This design comes from an exercise in tuning for small area and a short achievable clock period on the open sky130 flow, not from production work. Function was checked by simulation only, so behaviour that the tests miss may differ from the original. Power and IR drop assume default switching activity.

==> run K <==
Design itch_book_builder, start of the top module:
module itch_book_builder #(
  parameter logic [15:0] LOCATE = 16'h0001,
  parameter int          DEPTH  = 8
) (
  input  logic        clkIn,
  input  logic        rstIn,
  input  logic        msgValidIn,
  input  logic [1:0]  msgTypeIn,
  input  logic [15:0] locateIn,
  input  logic        buySellIn,
  input  logic [31:0] sharesIn,
  input  logic [31:0] priceIn,
  input  logic        clearIn,
  output logic        bidValidOut,
  output logic [31:0] bidPriceOut,
  output logic [31:0] bidSharesOut,
  output logic        askValidOut,
  output logic [31:0] askPriceOut,
  output logic [31:0] askSharesOut,
  output logic        topUpdateOut,
  output logic        dropOut,
  output logic        missOut
);
export LEC_CHECK = 0
export CAP_MARGIN = 20
export CORE_MARGIN = 2
export CORE_UTILIZATION = 40
export SLEW_MARGIN = 20
create_clock -name core_clock -period 12.5 [get_ports {clkIn}]
standard.sh (not shown) runs the stock make flow with config.mk's settings and CLKGATE_MAP_FILE= SYNTH_SCRIPT=/design/flow/synth_recipe.tcl, a recipe that flattens the netlist after the stock synthesis.
==> flow/flow/run.sh <==
#!/bin/bash
set -euo pipefail
bash standard.sh SETUP_SLACK_MARGIN=7 finish > standard_flow.log 2>&1
==> inputs of run C, as changes to run K <==
==> flow/flow/run.sh (replaced) <==
#!/bin/bash
set -euo pipefail
bash standard.sh SETUP_SLACK_MARGIN=7.5 \
  "BUFFER_PORTS_ARGS=-buffer_cell sky130_fd_sc_hd__buf_4" finish > standard_flow.log 2>&1
--- a/flow/config.mk
+++ b/flow/config.mk
@@ -7,5 +7,5 @@
 export LEC_CHECK = 0
 export CAP_MARGIN = 20
 export CORE_MARGIN = 2
-export CORE_UTILIZATION = 40
+export CORE_UTILIZATION = 55
 export SLEW_MARGIN = 20
==> reports/metrics.csv <==
metric,value,unit
Leakage,23.50,nW
Inverters,218,
min Tclk post-route,5.591,ns
Buffers excl. clock,449,
DRT Pass-1 Iters,6,
wire per inst,37.77,um
CP Class,in2reg,
Fin Clk Skew,0.04419,ns
vias in the first global route,47705,
Iteration-0 DRC Markers,10833,
FF-to-FF End,sh_q[0][177]$_DFFE_PP_,
met1 WL,108500,um
"Critical Path, Cell by Cell",clkdlybuf4s50_1 -> inv_1 -> buf_4 -> nor2_1 -> nor3_1 -> nand4_1 -> nor3_1 -> nand4_1 -> nor4_1,
FF-to-FF path depth,16,
Ant. Diodes,5,
CP max FO,33,
status,finished clean,
[end of results for run K]
==> reports/metrics.csv <==
metric,value,unit
status,finished clean,
DRT Pass-1 Iters,11,
"Critical Path, Cell by Cell",buf_12 -> mux2i_4 -> nor2_4 -> buf_12 -> a22o_1 -> a221oi_2 -> nand3_1 -> nor2_2 -> inv_2 -> ha_2 -> fa_2 -> nand2b_4 -> a221oi_4 -> nor4_4 -> o21a_1 -> or3_4 -> a211oi_4 -> nor2_2 -> or4b_4 -> and2_4 -> buf_6 -> buf_12 -> a31oi_4 -> clkbuf_16,
Ant. Diodes,21,
met1 WL,105800,um
Fin Clk Skew,0.03899,ns
Leakage,24.80,nW
vias in the first global route,51469,
Iteration-0 DRC Markers,13744,
wire per inst,45.30,um
FF-to-FF End,sh_q[0][49]$_DFFE_PP_,
CP Class,reg2reg,
Buffers excl. clock,566,
[end of results for run C]

========
==> v12 <==
itch_book_builder, a different RTL version from the one above (not shown whole).
Settings: LEC_CHECK=0, CAP_MARGIN=20, CORE_MARGIN=2, CORE_UTILIZATION=55, SLEW_MARGIN=20; clock period 12.5 ns.
==> flow/flow/run.sh <==
#!/bin/bash
set -euo pipefail
bash standard.sh SETUP_SLACK_MARGIN=7.75 \
  "BUFFER_PORTS_ARGS=-buffer_cell sky130_fd_sc_hd__buf_4" finish > standard_flow.log 2>&1
==> v19 (differences from v12) <==
--- a/flow/design.v
+++ b/flow/design.v
@@ -51,22 +51,22 @@
     for (int k = 1; k < 32; k++)
       c[k] = gg[k-1] | (pp[k-1] & cin);
     add33 = {gg[31] | (pp[31] & cin), p ^ c};
   endfunction
   logic        ev_acc_q, ev_clr_q, ev_add_q, ev_bid_q;
-  logic [31:0] ev_px_q, ev_sh_q;
+  logic [31:0] ev_px_q;
+  logic [31:0] ev_shx_q;
   logic        prv_lt_q, prv_eq_q;
   logic        in_prv_lt, in_prv_eq;
-  logic [31:0] pre_sh_q, prv_sh_q;
-  logic        prv_wr_q;
+  logic [31:0] pre_sh_q;
   logic top_upd_q, drop_q, miss_q;
   logic top_upd_d, drop_d, miss_d;
   logic [1:0]       sel, full, lt_worst, any_lt, any_eq, eq_best, non_empty;
   logic [1:0][31:0] side_in_sh, top_px, top_sh;
   logic        hit, hit_best, ins, new_best, rem, modf;
   logic [31:0] hit_sh, mod_sh, wr_sh;
-  logic [32:0] add_sum, sub_dif;
+  logic [32:0] sum;
   logic        sh_gt, sh_ge;
   always_ff @(posedge clkIn) begin
     if (rstIn) begin
       ev_acc_q <= 1'b0;
       ev_clr_q <= 1'b0;
@@ -75,16 +75,14 @@
       ev_clr_q <= clearIn;
     end
     ev_add_q <= (msgTypeIn == 2'b00);
     ev_bid_q <= buySellIn;
     ev_px_q  <= priceIn;
-    ev_sh_q  <= sharesIn;
+    ev_shx_q <= (msgTypeIn == 2'b00) ? sharesIn : ~sharesIn;
     prv_lt_q <= in_prv_lt;
     prv_eq_q <= in_prv_eq;
-    pre_sh_q <= side_in_sh[1] | side_in_sh[0];
-    prv_sh_q <= wr_sh;
-    prv_wr_q <= ins || modf;
+    pre_sh_q <= (in_prv_eq && (ins || modf)) ? wr_sh : (side_in_sh[1] | side_in_sh[0]);
   end
   assign in_prv_eq = (ev_bid_q == buySellIn) && (ev_px_q == priceIn);
   assign in_prv_lt = (ev_bid_q == buySellIn) &&
                      (ev_bid_q ? less(priceIn, ev_px_q) : less(ev_px_q, priceIn));
   assign sel[1] = ev_acc_q && ev_bid_q;
@@ -182,28 +180,27 @@
     end
   end
   always_comb begin
     hit      = |any_eq;
     hit_best = |eq_best;
-    hit_sh   = (prv_eq_q && prv_wr_q) ? prv_sh_q : pre_sh_q;
-    add_sum  = add33(hit_sh, ev_sh_q, 1'b0);
-    sub_dif  = add33(hit_sh, ~ev_sh_q, 1'b1);
-    sh_gt    = !sub_dif[32];
-    sh_ge    = sh_gt || (ev_sh_q == hit_sh);
-    mod_sh   = ev_add_q ? (add_sum[32] ? 32'hFFFF_FFFF : add_sum[31:0]) : sub_dif[31:0];
+    hit_sh   = pre_sh_q;
+    sum      = add33(hit_sh, ev_shx_q, !ev_add_q);
+    sh_gt    = !sum[32];
+    sh_ge    = sh_gt || ((ev_shx_q ^ hit_sh) == 32'hFFFF_FFFF);
+    mod_sh   = (ev_add_q && sum[32]) ? 32'hFFFF_FFFF : sum[31:0];
     ins      = ev_acc_q && ev_add_q && !hit && !(|(sel & full & lt_worst));
     new_best = !(|(sel & any_lt));
     rem      = ev_acc_q && !ev_add_q && hit && sh_ge;
     modf     = ev_acc_q && hit && (ev_add_q || !sh_ge);
-    wr_sh    = hit ? mod_sh : ev_sh_q;
+    wr_sh    = hit ? mod_sh : ev_shx_q;
     drop_d   = ev_acc_q && ev_add_q && !hit && (|(sel & full));
     miss_d   = ev_acc_q && !ev_add_q && (!hit || sh_gt);
     if (ev_clr_q)
       top_upd_d = |non_empty;
     else
       top_upd_d = (ins && new_best) || (rem && hit_best) ||
-                  (modf && hit_best && (|ev_sh_q) && !(ev_add_q && (&hit_sh)));
+                  (modf && hit_best && (ev_add_q ? ((|ev_shx_q) && !(&hit_sh)) : !(&ev_shx_q)));
   end
   always_ff @(posedge clkIn) begin
     if (rstIn) begin
       top_upd_q <= 1'b0;
       drop_q    <= 1'b0;
==> v30 (differences from v12) <==
--- a/flow/design.v
+++ b/flow/design.v
@@ -51,22 +51,22 @@
     for (int k = 1; k < 32; k++)
       c[k] = gg[k-1] | (pp[k-1] & cin);
     add33 = {gg[31] | (pp[31] & cin), p ^ c};
   endfunction
   logic        ev_acc_q, ev_clr_q, ev_add_q, ev_bid_q;
-  logic [31:0] ev_px_q, ev_sh_q;
+  logic [31:0] ev_px_q;
+  logic [31:0] ev_shx_q;
   logic        prv_lt_q, prv_eq_q;
   logic        in_prv_lt, in_prv_eq;
-  logic [31:0] pre_sh_q, prv_sh_q;
-  logic        prv_wr_q;
+  logic [31:0] pre_sh_q;
   logic top_upd_q, drop_q, miss_q;
   logic top_upd_d, drop_d, miss_d;
   logic [1:0]       sel, full, lt_worst, any_lt, any_eq, eq_best, non_empty;
   logic [1:0][31:0] side_in_sh, top_px, top_sh;
   logic        hit, hit_best, ins, new_best, rem, modf;
   logic [31:0] hit_sh, mod_sh, wr_sh;
-  logic [32:0] add_sum, sub_dif;
+  logic [32:0] sum;
   logic        sh_gt, sh_ge;
   always_ff @(posedge clkIn) begin
     if (rstIn) begin
       ev_acc_q <= 1'b0;
       ev_clr_q <= 1'b0;
@@ -75,16 +75,14 @@
       ev_clr_q <= clearIn;
     end
     ev_add_q <= (msgTypeIn == 2'b00);
     ev_bid_q <= buySellIn;
     ev_px_q  <= priceIn;
-    ev_sh_q  <= sharesIn;
+    ev_shx_q <= (msgTypeIn == 2'b00) ? sharesIn : ~sharesIn;
     prv_lt_q <= in_prv_lt;
     prv_eq_q <= in_prv_eq;
-    pre_sh_q <= side_in_sh[1] | side_in_sh[0];
-    prv_sh_q <= wr_sh;
-    prv_wr_q <= ins || modf;
+    pre_sh_q <= (in_prv_eq && (ins || modf)) ? wr_sh : (side_in_sh[1] | side_in_sh[0]);
   end
   assign in_prv_eq = (ev_bid_q == buySellIn) && (ev_px_q == priceIn);
   assign in_prv_lt = (ev_bid_q == buySellIn) &&
                      (ev_bid_q ? less(priceIn, ev_px_q) : less(ev_px_q, priceIn));
   assign sel[1] = ev_acc_q && ev_bid_q;
@@ -182,28 +180,27 @@
     end
   end
   always_comb begin
     hit      = |any_eq;
     hit_best = |eq_best;
-    hit_sh   = (prv_eq_q && prv_wr_q) ? prv_sh_q : pre_sh_q;
-    add_sum  = add33(hit_sh, ev_sh_q, 1'b0);
-    sub_dif  = add33(hit_sh, ~ev_sh_q, 1'b1);
-    sh_gt    = !sub_dif[32];
-    sh_ge    = sh_gt || (ev_sh_q == hit_sh);
-    mod_sh   = ev_add_q ? (add_sum[32] ? 32'hFFFF_FFFF : add_sum[31:0]) : sub_dif[31:0];
+    hit_sh   = pre_sh_q;
+    sum      = add33(hit_sh, ev_shx_q, !ev_add_q);
+    sh_gt    = !sum[32];
+    sh_ge    = sh_gt || ((ev_shx_q ^ hit_sh) == 32'hFFFF_FFFF);
+    mod_sh   = (ev_add_q && sum[32]) ? 32'hFFFF_FFFF : sum[31:0];
     ins      = ev_acc_q && ev_add_q && !hit && !(|(sel & full & lt_worst));
     new_best = !(|(sel & any_lt));
     rem      = ev_acc_q && !ev_add_q && hit && sh_ge;
     modf     = ev_acc_q && hit && (ev_add_q || !sh_ge);
-    wr_sh    = hit ? mod_sh : ev_sh_q;
+    wr_sh    = hit ? mod_sh : ev_shx_q;
     drop_d   = ev_acc_q && ev_add_q && !hit && (|(sel & full));
     miss_d   = ev_acc_q && !ev_add_q && (!hit || sh_gt);
     if (ev_clr_q)
       top_upd_d = |non_empty;
     else
       top_upd_d = (ins && new_best) || (rem && hit_best) ||
-                  (modf && hit_best && (|ev_sh_q) && !(ev_add_q && (&hit_sh)));
+                  (modf && hit_best && (ev_add_q ? ((|ev_shx_q) && !(&hit_sh)) : !(&ev_shx_q)));
   end
   always_ff @(posedge clkIn) begin
     if (rstIn) begin
       top_upd_q <= 1'b0;
       drop_q    <= 1'b0;
==> flow/flow/run.sh (replaced) <==
#!/bin/bash
set -euo pipefail
bash standard.sh SETUP_SLACK_MARGIN=7.75 \
  "BUFFER_PORTS_ARGS=-buffer_cell sky130_fd_sc_hd__buf_2" finish > standard_flow.log 2>&1
Settings changed: CORE_UTILIZATION 55 to 60.
==> v15 (differences from v12) <==
--- a/flow/design.v
+++ b/flow/design.v
@@ -51,22 +51,22 @@
     for (int k = 1; k < 32; k++)
       c[k] = gg[k-1] | (pp[k-1] & cin);
     add33 = {gg[31] | (pp[31] & cin), p ^ c};
   endfunction
   logic        ev_acc_q, ev_clr_q, ev_add_q, ev_bid_q;
-  logic [31:0] ev_px_q, ev_sh_q;
+  logic [31:0] ev_px_q;
+  logic [31:0] ev_shx_q;
   logic        prv_lt_q, prv_eq_q;
   logic        in_prv_lt, in_prv_eq;
-  logic [31:0] pre_sh_q, prv_sh_q;
-  logic        prv_wr_q;
+  logic [31:0] pre_sh_q;
   logic top_upd_q, drop_q, miss_q;
   logic top_upd_d, drop_d, miss_d;
   logic [1:0]       sel, full, lt_worst, any_lt, any_eq, eq_best, non_empty;
   logic [1:0][31:0] side_in_sh, top_px, top_sh;
   logic        hit, hit_best, ins, new_best, rem, modf;
   logic [31:0] hit_sh, mod_sh, wr_sh;
-  logic [32:0] add_sum, sub_dif;
+  logic [32:0] sum;
   logic        sh_gt, sh_ge;
   always_ff @(posedge clkIn) begin
     if (rstIn) begin
       ev_acc_q <= 1'b0;
       ev_clr_q <= 1'b0;
@@ -75,16 +75,14 @@
       ev_clr_q <= clearIn;
     end
     ev_add_q <= (msgTypeIn == 2'b00);
     ev_bid_q <= buySellIn;
     ev_px_q  <= priceIn;
-    ev_sh_q  <= sharesIn;
+    ev_shx_q <= (msgTypeIn == 2'b00) ? sharesIn : ~sharesIn;
     prv_lt_q <= in_prv_lt;
     prv_eq_q <= in_prv_eq;
-    pre_sh_q <= side_in_sh[1] | side_in_sh[0];
-    prv_sh_q <= wr_sh;
-    prv_wr_q <= ins || modf;
+    pre_sh_q <= (in_prv_eq && (ins || modf)) ? wr_sh : (side_in_sh[1] | side_in_sh[0]);
   end
   assign in_prv_eq = (ev_bid_q == buySellIn) && (ev_px_q == priceIn);
   assign in_prv_lt = (ev_bid_q == buySellIn) &&
                      (ev_bid_q ? less(priceIn, ev_px_q) : less(ev_px_q, priceIn));
   assign sel[1] = ev_acc_q && ev_bid_q;
@@ -182,28 +180,27 @@
     end
   end
   always_comb begin
     hit      = |any_eq;
     hit_best = |eq_best;
-    hit_sh   = (prv_eq_q && prv_wr_q) ? prv_sh_q : pre_sh_q;
-    add_sum  = add33(hit_sh, ev_sh_q, 1'b0);
-    sub_dif  = add33(hit_sh, ~ev_sh_q, 1'b1);
-    sh_gt    = !sub_dif[32];
-    sh_ge    = sh_gt || (ev_sh_q == hit_sh);
-    mod_sh   = ev_add_q ? (add_sum[32] ? 32'hFFFF_FFFF : add_sum[31:0]) : sub_dif[31:0];
+    hit_sh   = pre_sh_q;
+    sum      = add33(hit_sh, ev_shx_q, !ev_add_q);
+    sh_gt    = !sum[32];
+    sh_ge    = sh_gt || ((ev_shx_q ^ hit_sh) == 32'hFFFF_FFFF);
+    mod_sh   = (ev_add_q && sum[32]) ? 32'hFFFF_FFFF : sum[31:0];
     ins      = ev_acc_q && ev_add_q && !hit && !(|(sel & full & lt_worst));
     new_best = !(|(sel & any_lt));
     rem      = ev_acc_q && !ev_add_q && hit && sh_ge;
     modf     = ev_acc_q && hit && (ev_add_q || !sh_ge);
-    wr_sh    = hit ? mod_sh : ev_sh_q;
+    wr_sh    = hit ? mod_sh : ev_shx_q;
     drop_d   = ev_acc_q && ev_add_q && !hit && (|(sel & full));
     miss_d   = ev_acc_q && !ev_add_q && (!hit || sh_gt);
     if (ev_clr_q)
       top_upd_d = |non_empty;
     else
       top_upd_d = (ins && new_best) || (rem && hit_best) ||
-                  (modf && hit_best && (|ev_sh_q) && !(ev_add_q && (&hit_sh)));
+                  (modf && hit_best && (ev_add_q ? ((|ev_shx_q) && !(&hit_sh)) : !(&ev_shx_q)));
   end
   always_ff @(posedge clkIn) begin
     if (rstIn) begin
       top_upd_q <= 1'b0;
       drop_q    <= 1'b0;
==> flow/flow/run.sh (replaced) <==
#!/bin/bash
set -euo pipefail
bash standard.sh SETUP_SLACK_MARGIN=7.75 \
  "BUFFER_PORTS_ARGS=-buffer_cell sky130_fd_sc_hd__buf_2" finish > standard_flow.log 2>&1
Settings changed: CORE_UTILIZATION 55 to 57.
==> impl_metrics.json <==
{
  "nNonClkBuffers": 517,
  "p_comb_uw": 592,
  "status": "complete, no violations",
  "insertion_delay_ns": 0.80,
  "met1Wirelength_mm": 105,
  "dr_wl_met3_mm": 66.1,
  "holdPathStages": 2,
  "rows": 121,
  "core_um2": 109000,
  "clk_transition_reported_paths_ns": 0.06,
  "crit_family": "buffers and inverters",
  "start_kind": "flop",
  "dpl-instance-area_um2": 64900,
  "relSlewSlack_pct": 20.9
}
(the above is from v15)
==> impl_metrics.json <==
{
  "status": "complete, no violations",
  "core_um2": 103000,
  "crit_family": "adder cells",
  "dr_wl_met3_mm": 67.7,
  "start_kind": "input pin",
  "nNonClkBuffers": 502,
  "holdPathStages": 0,
  "met1Wirelength_mm": 101,
  "dpl-instance-area_um2": 64900,
  "p_comb_uw": 601,
  "clk_transition_reported_paths_ns": 0.07
}
(the above is from v30)
==> impl_metrics.json <==
{
  "status": "complete, no violations",
  "required_ns": 13.12,
  "holdPathStages": 2,
  "dr_wl_met3_mm": 64.0,
  "insertion_delay_ns": 0.79,
  "relSlewSlack_pct": 21.3,
  "met1Wirelength_mm": 107,
  "start_kind": "input pin",
  "synth_top_area_cell": "edfxtp_1",
  "clk_transition_reported_paths_ns": 0.06,
  "nClkBuffers": 180,
  "p_comb_uw": 601,
  "crit_path_top_delay_cell": "a221o_2",
  "rows": 123,
  "seq_cells": 1265,
  "crit_family": "compound AO/OA/AOI/OAI gates",
  "dpl-instance-area_um2": 65600,
  "synth_most_common_cell": "edfxtp_1"
}
(the above is from v19)
==> impl_metrics.json <==
{
  "status": "complete, no violations",
  "core_um2": 114000,
  "clk_transition_reported_paths_ns": 0.06,
  "met1Wirelength_mm": 106,
  "dr_wl_met3_mm": 61.8,
  "relSlewSlack_pct": 11.0,
  "holdPathStages": 2,
  "nNonClkBuffers": 546,
  "vias": 57100,
  "p_comb_uw": 531,
  "start_kind": "input pin",
  "dpl-instance-area_um2": 66300,
  "crit_family": "simple AND/OR/NAND/NOR gates",
  "rows": 124,
  "finalSetupViolations": 0
}
(the above is from v12)

## what the ideal ports hide
Ports are ideal in the flow. The routed layouts listed here were re-timed in OpenROAD. Step 1, drivers: a clkbuf_16 drives clkIn and a buf_2 each remaining input, both assumed. Step 2 adds t to the input delays and takes it off the output delays; t is the mean of the earliest and latest rising clock arrival at the registers after step 1. Input paths then give back, and output paths get back, about the clock's delay inside the block. a / b / c = ideal / step 1 / step 2; a / b = the first two.
| run | shift t [ns] | slack for setup (ns) | cell pins on the clock port's net |
|---|---|---|---|
| run K | 0.879 | 6.909 / 6.903 / 6.101 | 1 |
| run C | 0.865 | 7.076 / 7.076 / 6.374 | 1 |
| v12 | 0.875 | 7.473 / 7.438 / 6.648 | 1 |
| v19 | 0.849 | 7.378 / 7.400 / 6.550 | 1 |
| v30 | 0.861 | 7.481 / 7.503 / 6.642 | 1 |
| v15 | 0.855 | 7.566 / 7.485 / 6.730 | 1 |
After both steps setup and hold are still met in every run listed. The setup slack of v30, which loses most, moves by +0.022 ns with the drivers and by -0.839 ns with both steps.
